Source: an optimization exercise on an open RTL-to-GDS flow (aim: a short achievable clock period and few clock cycles). Production flows keep margins and buffers that such runs may drop.
In this exercise RTL edits were held to simulation tests only and were not proved equivalent to the original.
No activity file was given, so power comes from the tool's default toggle rates.

==> run.sh <==
#!/bin/bash
# synth_recipe.tcl (not shown) runs the flow's synth.tcl, then flattens the netlist and writes it again
# the make line also repeats each setting of config.mk as NAME=value (left out here)
make -C /OpenROAD-flow-scripts/flow DESIGN_CONFIG=/design/flow/config.mk WORK_HOME=/design/flow/orfs CLKGATE_MAP_FILE= SYNTH_SCRIPT=/design/flow/synth_recipe.tcl finish
==> config.mk <==
export PLATFORM = sky130hd
export DESIGN_NAME = cpu_top
export DESIGN_NICKNAME = cpu_top
export VERILOG_FILES = /design/flow/design.v
export SDC_FILE = /design/flow/constraint.sdc
export NUM_CORES = 4
export LEC_CHECK = 0
export CAP_MARGIN = 20
export CORE_MARGIN = 2
export CORE_UTILIZATION = 40
export SLEW_MARGIN = 20
==> constraint.sdc <==
create_clock -name core_clock -period 9.0 [get_ports {clock}]
set_input_delay 1.8000 -clock core_clock [delete_from_list [all_inputs] [get_ports {clock}]]
set_output_delay 1.8000 -clock core_clock [all_outputs]
set_load 0.01 [all_outputs]
==> design.v <==
`timescale 1ns/1ps
package rv_pkg;
    localparam int xlen = 32;
    typedef logic [xlen-1:0] word_t;
    typedef logic [xlen-1:0] addr_t;
    typedef logic [4:0]      reg_idx_t;
    localparam addr_t reset_pc    = '0;
    localparam word_t ebreak_inst = 32'h0010_0073;
    typedef enum logic [6:0] {
        opc_op     = 7'b0110011,
        opc_op_imm = 7'b0010011,
        opc_lui    = 7'b0110111,
        opc_load   = 7'b0000011,
        opc_store  = 7'b0100011,
        opc_branch = 7'b1100011,
        opc_jal    = 7'b1101111,
        opc_system = 7'b1110011
    } opcode_e;
    typedef enum logic [2:0] {
        alu_add,
        alu_sub,
        alu_and,
        alu_or,
        alu_xor,
        alu_pass_b
    } alu_op_e;
    typedef struct packed {
        reg_idx_t rs1;
        reg_idx_t rs2;
        reg_idx_t rd;
        word_t    imm;
        alu_op_e  alu_op;
        logic     use_imm;
        logic     reg_write;
        logic     mem_read;
        logic     mem_write;
        logic     is_branch;
        logic     branch_ne;
        logic     is_jal;
        logic     is_halt;
    } decoded_t;
    typedef enum logic [1:0] {
        st_idle,
        st_mem,
        st_halt
    } exec_state_e;
endpackage
`timescale 1ns/1ps
module fetch_unit
(
    input  logic      clock,
    input  logic      reset,
    output logic      req_valid,
    input  logic      req_ready,
    output logic      req_write,
    output rv_pkg::addr_t     req_addr,
    output rv_pkg::word_t     req_wdata,
    input  logic      rsp_valid,
    input  rv_pkg::word_t     rsp_rdata,
    input  logic      next_pc_valid,
    input  rv_pkg::addr_t     next_pc,
    output logic      inst_valid,
    output rv_pkg::word_t     inst,
    output rv_pkg::addr_t     pc
);
    logic fetching;
    logic accepted;
    assign req_valid = fetching && !accepted;
    assign req_write = 1'b0;
    assign req_addr  = pc;
    assign req_wdata = '0;
    always_ff @(posedge clock) begin
        if (reset) begin
            pc         <= rv_pkg::reset_pc;
            fetching   <= 1'b1;
            accepted   <= 1'b0;
            inst_valid <= 1'b0;
        end else begin
            if (req_valid && req_ready) begin
                accepted <= 1'b1;
            end
            if (rsp_valid) begin
                fetching   <= 1'b0;
                accepted   <= 1'b0;
                inst_valid <= 1'b1;
            end
            if (next_pc_valid) begin
                pc         <= next_pc;
                fetching   <= 1'b1;
                inst_valid <= 1'b0;
            end
        end
    end
    always_ff @(posedge clock) begin
        if (rsp_valid) begin
            inst <= rsp_rdata;
        end
    end
endmodule
`timescale 1ns/1ps
module decode_unit
(
    input  rv_pkg::word_t    inst,
    output rv_pkg::decoded_t decoded
);
    rv_pkg::opcode_e    opcode;
    logic [2:0] funct3;
    logic [6:0] funct7;
    rv_pkg::word_t      imm_i;
    rv_pkg::word_t      imm_s;
    rv_pkg::word_t      imm_b;
    rv_pkg::word_t      imm_u;
    rv_pkg::word_t      imm_j;
    assign opcode = rv_pkg::opcode_e'(inst[6:0]);
    assign funct3 = inst[14:12];
    assign funct7 = inst[31:25];
    assign imm_i = {{20{inst[31]}}, inst[31:20]};
    assign imm_s = {{20{inst[31]}}, inst[31:25], inst[11:7]};
    assign imm_b = {{19{inst[31]}}, inst[31], inst[7], inst[30:25], inst[11:8], 1'b0};
    assign imm_u = {inst[31:12], 12'b0};
    assign imm_j = {{11{inst[31]}}, inst[31], inst[19:12], inst[20], inst[30:21], 1'b0};
    always_comb begin
        decoded        = '0;
        decoded.rs1    = inst[19:15];
        decoded.rs2    = inst[24:20];
        decoded.rd     = inst[11:7];
        decoded.alu_op = rv_pkg::alu_add;
        case (opcode)
            rv_pkg::opc_lui: begin
                decoded.imm       = imm_u;
                decoded.alu_op    = rv_pkg::alu_pass_b;
                decoded.use_imm   = 1'b1;
                decoded.reg_write = 1'b1;
            end
            rv_pkg::opc_op_imm: begin
                decoded.imm       = imm_i;
                decoded.use_imm   = 1'b1;
                decoded.reg_write = (funct3 == 3'b000);
            end
            rv_pkg::opc_op: begin
                case ({funct7, funct3})
                    10'b0000000_000: decoded.alu_op = rv_pkg::alu_add;
                    10'b0100000_000: decoded.alu_op = rv_pkg::alu_sub;
                    10'b0000000_111: decoded.alu_op = rv_pkg::alu_and;
                    10'b0000000_110: decoded.alu_op = rv_pkg::alu_or;
                    10'b0000000_100: decoded.alu_op = rv_pkg::alu_xor;
                    default:         decoded.alu_op = rv_pkg::alu_add;
                endcase
                decoded.reg_write = (funct7 == 7'b0000000 && (funct3 == 3'b000 || funct3 == 3'b111 ||
                                     funct3 == 3'b110 || funct3 == 3'b100)) || {funct7, funct3} == 10'b0100000_000;
            end
            rv_pkg::opc_load: begin
                decoded.imm       = imm_i;
                decoded.use_imm   = 1'b1;
                decoded.reg_write = (funct3 == 3'b010);
                decoded.mem_read  = (funct3 == 3'b010);
            end
            rv_pkg::opc_store: begin
                decoded.imm       = imm_s;
                decoded.use_imm   = 1'b1;
                decoded.mem_write = (funct3 == 3'b010);
            end
            rv_pkg::opc_branch: begin
                decoded.imm       = imm_b;
                decoded.is_branch = (funct3[2:1] == 2'b00);
                decoded.branch_ne = funct3[0];
            end
            rv_pkg::opc_jal: begin
                decoded.imm       = imm_j;
                decoded.is_jal    = 1'b1;
                decoded.reg_write = 1'b1;
            end
            rv_pkg::opc_system: begin
                decoded.is_halt = (inst == rv_pkg::ebreak_inst);
            end
            default: begin
            end
        endcase
    end
endmodule
`timescale 1ns/1ps
module register_file
(
    input  logic     clock,
    input  logic     reset,
    input  rv_pkg::reg_idx_t rs1,
    input  rv_pkg::reg_idx_t rs2,
    output rv_pkg::word_t    rs1_data,
    output rv_pkg::word_t    rs2_data,
    input  logic     write_en,
    input  rv_pkg::reg_idx_t rd,
    input  rv_pkg::word_t    rd_data
);
    rv_pkg::word_t regs [32];
    assign rs1_data = regs[rs1];
    assign rs2_data = regs[rs2];
    always_ff @(posedge clock) begin
        if (reset) begin
            for (int i = 0; i < 32; i++) begin
                regs[i] <= '0;
            end
        end else if (write_en && rd != '0) begin
            regs[rd] <= rd_data;
        end
    end
endmodule
`timescale 1ns/1ps
module execute_unit
(
    input  logic  clock,
    input  logic  reset,
    input  logic  inst_valid,
    input  rv_pkg::word_t inst,
    input  rv_pkg::addr_t pc,
    output logic  next_pc_valid,
    output rv_pkg::addr_t next_pc,
    output logic  ls_start,
    output logic  ls_write,
    output rv_pkg::addr_t ls_addr,
    output rv_pkg::word_t ls_wdata,
    input  logic  ls_done,
    input  rv_pkg::word_t ls_rdata,
    output logic  halted
);
    rv_pkg::exec_state_e state;
    rv_pkg::decoded_t    dec;
    rv_pkg::word_t       rs1_data;
    rv_pkg::word_t       rs2_data;
    rv_pkg::word_t       op_b;
    rv_pkg::word_t       alu_result;
    rv_pkg::word_t       wb_data;
    rv_pkg::addr_t       pc_plus4;
    logic        is_mem;
    logic        branch_taken;
    logic        done;
    decode_unit i_decode_unit (
        .inst    (inst),
        .decoded (dec)
    );
    register_file i_register_file (
        .clock    (clock),
        .reset    (reset),
        .rs1      (dec.rs1),
        .rs2      (dec.rs2),
        .rs1_data (rs1_data),
        .rs2_data (rs2_data),
        .write_en (done && dec.reg_write),
        .rd       (dec.rd),
        .rd_data  (wb_data)
    );
    assign op_b = dec.use_imm ? dec.imm : rs2_data;
    always_comb begin
        case (dec.alu_op)
            rv_pkg::alu_add:    alu_result = rs1_data + op_b;
            rv_pkg::alu_sub:    alu_result = rs1_data - op_b;
            rv_pkg::alu_and:    alu_result = rs1_data & op_b;
            rv_pkg::alu_or:     alu_result = rs1_data | op_b;
            rv_pkg::alu_xor:    alu_result = rs1_data ^ op_b;
            rv_pkg::alu_pass_b: alu_result = op_b;
            default:    alu_result = '0;
        endcase
    end
    assign pc_plus4     = pc + rv_pkg::addr_t'(4);
    assign branch_taken = dec.is_branch && ((rs1_data == rs2_data) != dec.branch_ne);
    assign next_pc      = (branch_taken || dec.is_jal) ? pc + dec.imm : pc_plus4;
    assign wb_data      = dec.is_jal ? pc_plus4 : (dec.mem_read ? ls_rdata : alu_result);
    assign is_mem = dec.mem_read || dec.mem_write;
    assign done = (state == rv_pkg::st_idle && inst_valid && !is_mem && !dec.is_halt)
               || (state == rv_pkg::st_mem && ls_done);
    assign next_pc_valid = done;
    assign ls_start      = (state == rv_pkg::st_idle) && inst_valid && is_mem;
    assign ls_write      = dec.mem_write;
    assign ls_addr       = alu_result;
    assign ls_wdata      = rs2_data;
    assign halted        = (state == rv_pkg::st_halt);
    always_ff @(posedge clock) begin
        if (reset) begin
            state <= rv_pkg::st_idle;
        end else begin
            case (state)
                rv_pkg::st_idle: begin
                    if (inst_valid && dec.is_halt) begin
                        state <= rv_pkg::st_halt;
                    end else if (ls_start) begin
                        state <= rv_pkg::st_mem;
                    end
                end
                rv_pkg::st_mem: begin
                    if (ls_done) begin
                        state <= rv_pkg::st_idle;
                    end
                end
                default: state <= rv_pkg::st_halt;
            endcase
        end
    end
endmodule
`timescale 1ns/1ps
module load_store_unit
(
    input  logic      clock,
    input  logic      reset,
    input  logic      ls_start,
    input  logic      ls_write,
    input  rv_pkg::addr_t     ls_addr,
    input  rv_pkg::word_t     ls_wdata,
    output logic      ls_done,
    output rv_pkg::word_t     ls_rdata,
    output logic      req_valid,
    input  logic      req_ready,
    output logic      req_write,
    output rv_pkg::addr_t     req_addr,
    output rv_pkg::word_t     req_wdata,
    input  logic      rsp_valid,
    input  rv_pkg::word_t     rsp_rdata
);
    logic  pending;
    logic  write_q;
    rv_pkg::addr_t addr_q;
    rv_pkg::word_t wdata_q;
    assign req_valid = pending;
    assign req_write = write_q;
    assign req_addr  = addr_q;
    assign req_wdata = wdata_q;
    assign ls_done  = rsp_valid;
    assign ls_rdata = rsp_rdata;
    always_ff @(posedge clock) begin
        if (reset) begin
            pending <= 1'b0;
        end else if (ls_start) begin
            pending <= 1'b1;
        end else if (req_ready) begin
            pending <= 1'b0;
        end
    end
    always_ff @(posedge clock) begin
        if (ls_start) begin
            write_q <= ls_write;
            addr_q  <= ls_addr;
            wdata_q <= ls_wdata;
        end
    end
endmodule
`timescale 1ns/1ps
module bus_arbiter
(
    input  logic       clock,
    input  logic       reset,
    input  logic       fetch_req_valid,
    output logic       fetch_req_ready,
    input  logic       fetch_req_write,
    input  rv_pkg::addr_t      fetch_req_addr,
    input  rv_pkg::word_t      fetch_req_wdata,
    output logic       fetch_rsp_valid,
    output rv_pkg::word_t      fetch_rsp_rdata,
    input  logic       ls_req_valid,
    output logic       ls_req_ready,
    input  logic       ls_req_write,
    input  rv_pkg::addr_t      ls_req_addr,
    input  rv_pkg::word_t      ls_req_wdata,
    output logic       ls_rsp_valid,
    output rv_pkg::word_t      ls_rsp_rdata,
    output logic       awvalid,
    input  logic       awready,
    output rv_pkg::addr_t      awaddr,
    output logic       wvalid,
    input  logic       wready,
    output rv_pkg::word_t      wdata,
    input  logic       bvalid,
    output logic       bready,
    input  logic [1:0] bresp,
    output logic       arvalid,
    input  logic       arready,
    output rv_pkg::addr_t      araddr,
    input  logic       rvalid,
    output logic       rready,
    input  logic [1:0] rresp,
    input  rv_pkg::word_t      rdata
);
    typedef enum logic [2:0] {
        arb_idle,
        arb_read_addr,
        arb_read_data,
        arb_write,
        arb_write_resp
    } arb_state_e;
    arb_state_e state;
    logic       grant_ls;
    logic       aw_done;
    logic       w_done;
    logic       take_ls;
    logic       take_fetch;
    logic       take_write;
    logic       rsp_done;
    rv_pkg::addr_t      addr_q;
    rv_pkg::word_t      wdata_q;
    assign take_ls    = (state == arb_idle) && ls_req_valid;
    assign take_fetch = (state == arb_idle) && fetch_req_valid && !ls_req_valid;
    assign take_write = take_ls ? ls_req_write : fetch_req_write;
    assign ls_req_ready    = take_ls;
    assign fetch_req_ready = take_fetch;
    assign rsp_done = (state == arb_read_data && rvalid) || (state == arb_write_resp && bvalid);
    assign ls_rsp_valid    = rsp_done && grant_ls;
    assign fetch_rsp_valid = rsp_done && !grant_ls;
    assign ls_rsp_rdata    = rdata;
    assign fetch_rsp_rdata = rdata;
    assign awvalid = (state == arb_write) && !aw_done;
    assign wvalid  = (state == arb_write) && !w_done;
    assign bready  = (state == arb_write_resp);
    assign arvalid = (state == arb_read_addr);
    assign rready  = (state == arb_read_data);
    assign awaddr  = addr_q;
    assign araddr  = addr_q;
    assign wdata   = wdata_q;
    always_ff @(posedge clock) begin
        if (reset) begin
            state    <= arb_idle;
            grant_ls <= 1'b0;
            aw_done  <= 1'b0;
            w_done   <= 1'b0;
        end else begin
            case (state)
                arb_idle: begin
                    if (take_ls || take_fetch) begin
                        grant_ls <= take_ls;
                        aw_done  <= 1'b0;
                        w_done   <= 1'b0;
                        state    <= take_write ? arb_write : arb_read_addr;
                    end
                end
                arb_read_addr: begin
                    if (arready) begin
                        state <= arb_read_data;
                    end
                end
                arb_write: begin
                    if (awvalid && awready) begin
                        aw_done <= 1'b1;
                    end
                    if (wvalid && wready) begin
                        w_done <= 1'b1;
                    end
                    if ((aw_done || awready) && (w_done || wready)) begin
                        state <= arb_write_resp;
                    end
                end
                default: begin
                    if (rsp_done) begin
                        state <= arb_idle;
                    end
                end
            endcase
        end
    end
    always_ff @(posedge clock) begin
        if (take_ls) begin
            addr_q  <= ls_req_addr;
            wdata_q <= ls_req_wdata;
        end else if (take_fetch) begin
            addr_q  <= fetch_req_addr;
            wdata_q <= fetch_req_wdata;
        end
    end
endmodule
`timescale 1ns/1ps
module cpu_top
(
    input  logic       clock,
    input  logic       reset,
    output logic       halted,
    output logic       awvalid,
    input  logic       awready,
    output rv_pkg::addr_t      awaddr,
    output logic       wvalid,
    input  logic       wready,
    output rv_pkg::word_t      wdata,
    input  logic       bvalid,
    output logic       bready,
    input  logic [1:0] bresp,
    output logic       arvalid,
    input  logic       arready,
    output rv_pkg::addr_t      araddr,
    input  logic       rvalid,
    output logic       rready,
    input  logic [1:0] rresp,
    input  rv_pkg::word_t      rdata
);
    logic  inst_valid;
    rv_pkg::word_t inst;
    rv_pkg::addr_t pc;
    logic  next_pc_valid;
    rv_pkg::addr_t next_pc;
    logic  ls_start;
    logic  ls_write;
    rv_pkg::addr_t ls_addr;
    rv_pkg::word_t ls_wdata;
    logic  ls_done;
    rv_pkg::word_t ls_rdata;
    logic  fetch_req_valid;
    logic  fetch_req_ready;
    logic  fetch_req_write;
    rv_pkg::addr_t fetch_req_addr;
    rv_pkg::word_t fetch_req_wdata;
    logic  fetch_rsp_valid;
    rv_pkg::word_t fetch_rsp_rdata;
    logic  ls_req_valid;
    logic  ls_req_ready;
    logic  ls_req_write;
    rv_pkg::addr_t ls_req_addr;
    rv_pkg::word_t ls_req_wdata;
    logic  ls_rsp_valid;
    rv_pkg::word_t ls_rsp_rdata;
    fetch_unit i_fetch_unit (
        .clock         (clock),
        .reset         (reset),
        .req_valid     (fetch_req_valid),
        .req_ready     (fetch_req_ready),
        .req_write     (fetch_req_write),
        .req_addr      (fetch_req_addr),
        .req_wdata     (fetch_req_wdata),
        .rsp_valid     (fetch_rsp_valid),
        .rsp_rdata     (fetch_rsp_rdata),
        .next_pc_valid (next_pc_valid),
        .next_pc       (next_pc),
        .inst_valid    (inst_valid),
        .inst          (inst),
        .pc            (pc)
    );
    execute_unit i_execute_unit (
        .clock         (clock),
        .reset         (reset),
        .inst_valid    (inst_valid),
        .inst          (inst),
        .pc            (pc),
        .next_pc_valid (next_pc_valid),
        .next_pc       (next_pc),
        .ls_start      (ls_start),
        .ls_write      (ls_write),
        .ls_addr       (ls_addr),
        .ls_wdata      (ls_wdata),
        .ls_done       (ls_done),
        .ls_rdata      (ls_rdata),
        .halted        (halted)
    );
    load_store_unit i_load_store_unit (
        .clock    (clock),
        .reset    (reset),
        .ls_start (ls_start),
        .ls_write (ls_write),
        .ls_addr  (ls_addr),
        .ls_wdata (ls_wdata),
        .ls_done  (ls_done),
        .ls_rdata (ls_rdata),
        .req_valid     (ls_req_valid),
        .req_ready     (ls_req_ready),
        .req_write     (ls_req_write),
        .req_addr      (ls_req_addr),
        .req_wdata     (ls_req_wdata),
        .rsp_valid     (ls_rsp_valid),
        .rsp_rdata     (ls_rsp_rdata)
    );
    bus_arbiter i_bus_arbiter (
        .clock     (clock),
        .reset     (reset),
        .fetch_req_valid (fetch_req_valid),
        .fetch_req_ready (fetch_req_ready),
        .fetch_req_write (fetch_req_write),
        .fetch_req_addr  (fetch_req_addr),
        .fetch_req_wdata (fetch_req_wdata),
        .fetch_rsp_valid (fetch_rsp_valid),
        .fetch_rsp_rdata (fetch_rsp_rdata),
        .ls_req_valid (ls_req_valid),
        .ls_req_ready (ls_req_ready),
        .ls_req_write (ls_req_write),
        .ls_req_addr  (ls_req_addr),
        .ls_req_wdata (ls_req_wdata),
        .ls_rsp_valid (ls_rsp_valid),
        .ls_rsp_rdata (ls_rsp_rdata),
        .awvalid   (awvalid),
        .awready   (awready),
        .awaddr    (awaddr),
        .wvalid    (wvalid),
        .wready    (wready),
        .wdata     (wdata),
        .bvalid    (bvalid),
        .bready    (bready),
        .bresp     (bresp),
        .arvalid   (arvalid),
        .arready   (arready),
        .araddr    (araddr),
        .rvalid    (rvalid),
        .rready    (rready),
        .rresp     (rresp),
        .rdata     (rdata)
    );
endmodule
==> impl_results.md <==
* Status: timing/DRC/antenna clean
* Clock latency (worst-skew pair) at 0.81 ns
* Synth unique cells at 100
* Lkg Pwr at 0.0282 uW
* Fraction of layout cells with a size suffix above 1 at 16.9%
* Nature of the critical path startpoint: flip-flop
* GPL Wtd Cong at 0.952
* Largest cells by area after synthesis: edfxtp_1 52%, mux4_2 9.7%, mux2i_1 6.4%, nor2_1 6.3%, ha_1 2.4%
* Global-route wire length before repair at 345000 um
* Filler cells at 15.3k
* Worst Hold End: i_fetch_unit.inst_valid
* Starting Density at 40.3%
* Syn Area/Cell at 12.2 um^2
* Placed Cells at 7725
* Largest net degree at the start of global routing at 97
* Sequential cell area at 36700 um^2
* Slew @ Worst Pin at 1.12 ns
* Initial antenna violation count at 9
* Clock Tree Buf Depth at 3
* R2R Path End: i_execute_unit.i_register_file.regs[13][31]
* DRC violations left at 0
* Rows at 151
* HPWL Detailed at 161000 um
* Synth Flop Type: edfxtp_1
* Vias in the first global route at 48.5k
* H-Tree Depth at 4
* Cell Area, Placed at 72500 um^2
* Die width at 418 um
* Total Die Area at 175000 um^2
* # setup viols final at 0
* WL/cell at 30.3 um
* PortBufs at 140
* Hold path start: i_fetch_unit.inst_valid
* M2 GR Usage at 45.0%
* Post-synth ARST share at 0%
* Hold Path Class: reg2reg
* Post-synth EDFFs at 1185
* Worst Hold Depth at 1
* Fin crit period at 8.47 ns
* Antenna Nets Post-Route at 0
* Area growth, synth to finish at 12.2%
* Post-synth top cells: 1185 x edfxtp_1, 1155 x nor2_1, 440 x mux2i_1
* Synth top area share at 51.9%
* CTS root buf: clkbuf_16
* Area of the multi-input gates at 29300 um^2
* Worst endpoint required time at 9.51 ns
* GRT busiest layer: met2
* Worst VDD drop at 516 uV
* Total GRT Usage at 27.3%
* Arrival time worst endpoint at 8.99 ns
* DRT iter0 DRCs at 6045
* Yosys warns at 6
* Pwr dens at 291 nW/um^2
* Max Cap Viol at 0
* DP Worst Slack at 0.342 ns
* Critical Path Sink Type: flip-flop
* Clock-pin slew on the worst setup and hold paths at 0.06 ns
* First-pass DRT Iterations at 6
* Mapped Cells at 5619
* IO Pins at 145
* Worst slew margin at 25.4%
* Core ar. at 170000 um^2
* GR Util met3 at 5.03%
* FMAX at 118 MHz
* Synth Cell Area at 68500 um^2
* Final Max Tran Viols at 0
* Via density at 6.24
* Final Cycle Share at 94.1%
* Synth Register Bits at 1239
* Final setup margin at 0.529 ns
* CP Max Fanout at 36
* Hold_buf cts at 0
* Register area share after synthesis at 53.5%
* Hold Vio Cnt, Final at 0
* Final WL at 242000 um
* CP Class: reg2reg
* Grt total ovfl at 0
* CTS buffer count at 137
* Final nets at 5821
* Vias at 49.8k
* DIE HEIGHT at 418 um
* Fin cells at 7978
* CTS tree: yes
* Most numerous cell in the Yosys netlist: edfxtp_1
* Met1 Usage GRT at 35.7%
* Synth area leader: edfxtp_1
* Slowest CP cell: dfxtp_4
* Final instance area at 76900 um^2
* Final Skew at 0.0359 ns
* RSZ-0062 raised after global routing: false
* R2R depth at 30
* TNS Setup at 0 ns
* Slowest stage delay, CP at 0.59 ns
* Most frequent CP cell: o21ai_0
* Reg2reg setup slack at 0.53 ns
* CTS sink count at 1239
[report_power, final]
| part | switching, uW | leakage, uW | internal (uW) |
|---|---|---|---|
| registers | 300 | 0.0125 | 6830 |
| clock network | 2430 | 0.00208 | 3080 |
| logic | 6750 | 0.0136 | 2980 |
[timing repair]
action,CTS,global route
resized for setup,0,1
setup buffers,0,1
setup endpoints to repair,0,62
[cells in the final DEF, fill, tap and decap left out, types with 20 or more instances in the layout]
cell type / n
edfxtp_1: 1185
nor2_1: 1151
mux2i_1: 440
mux4_2: 296
buf_4: 234
a22oi_1: 200
nand2_1: 165
o21ai_0: 149
clkbuf_16: 141
clkdlybuf4s50_1: 139
a21oi_1: 135
ha_1: 129
xnor2_1: 101
inv_1: 92
nand3_1: 81
mux2_2: 71
o22ai_1: 62
a221oi_1: 55
and3_1: 49
dfxtp_1: 48
xor2_1: 45
clkbuf_1: 36
conb_1: 32
o211ai_1: 30
clkinv_1: 30
nand2b_2: 30
nor2_2: 30
nand4_1: 29
nor4_1: 29
a21o_1: 29
nand2b_1: 27
nor3_1: 27
nor2b_1: 24
and4_1: 23
o21ai_2: 20
[worst max-delay path, delay by kind of cell (launching register included)]
kind,cells,cell delay (ns)
adder cells (fa/ha/maj),2,0.51
AND/OR/NAND/NOR,8,2.62
buffers and inverters,4,0.80
AO/OA/AOI/OAI,12,2.58
flip-flops,1,0.59
multiplexers,2,0.62
XOR/XNOR,2,0.37
[worst max path at each step]
stage                     startpoint                                           to
after floorplan            flip-flop   i_execute_unit.i_register_file.regs[2][29]
after global placement     flip-flop   i_execute_unit.i_register_file.regs[5][31]
after detailed placement   flip-flop  i_execute_unit.i_register_file.regs[13][31]
after CTS                  flip-flop  i_execute_unit.i_register_file.regs[13][31]
after global routing       flip-flop  i_execute_unit.i_register_file.regs[22][31]
final                      flip-flop  i_execute_unit.i_register_file.regs[13][31]
[cells by family (layout without fill, tap and decap cells)]
kind of cell	Yosys count	after routing	synth area share, %
fa+ha+maj	131	131	2.41
xor+xnor	147	147	1.89
other cells	1	36	0.00547
flops	1239	1239	53.5
compound gates	863	863	8.54
buf+inv	625	731	4.51
simple gates	1805	1805	11.8
mux	808	808	17.3
[registers in the layout, summed over array words and instances (netlist names), 2 cells and up, named ones only]
signal / flops
i_fetch_unit.inst: 32
i_load_store_unit.wdata_q: 32
i_load_store_unit.addr_q: 32
i_bus_arbiter.wdata_q: 32
i_execute_unit.state: 2
i_execute_unit.i_register_file.regs: 1024
i_bus_arbiter.addr_q: 32
i_bus_arbiter.state: 3
i_fetch_unit.pc: 32
[through the flow]
step                      power, uW  hold WS (ns)  utilization (%)
final                         22400         0.456             45.2
after global placement        16600         0.447             42.7
after CTS                     22200         0.461             45.2
after floorplan               13000         0.433                -
after detailed placement      16700         0.451             42.7
after global routing          23200         0.485             45.2
[metal layers]
metal / part of all wire (%) / up-vias
met4: 4.3 / 4
met3: 9.9 / 553
met2: 47 / 2898
li1: - / 21144
met1: 38 / 25223
met5: 0.011 / -
[cell type report]
class,instances,area share (%)
diodes,4,0.0130
repair buffers,388,4.49
flip-flops and latches,1239,47.7
well taps,2218,3.61
inverters,95,0.464
clock inverters,70,0.808
clock buffers,178,4.78
multi-input cells,3786,38.1
Testbench counts, summed over its fixed seeds: cycles 153,378.

==> port drivers added, routing unchanged <==
The flow's constraints put no driver on any port. The routed layout listed below was extracted and timed again, unchanged, in two steps. Step 1 assumes that a clkbuf_16 drives the clock port and a buf_2 every other input. Step 2 also shifts input and output timing later by t, the mid clock arrival at the registers, as if the neighbouring blocks saw the same clock. a / b / c = no drivers / after step 1 / after step 2; a / b = the first two.
t (ns): 0.875
slack for setup (ns): 0.529 / 0.529 / 0.529
worst setup path at the end: register to register
clock arrival spread, ns: 0.036 / 0.037
pins driven straight from the clock port: 1
After both steps setup and hold are still met in this run. The setup slack of this run moves by 0.000 ns with the drivers and by 0.000 ns with both steps.
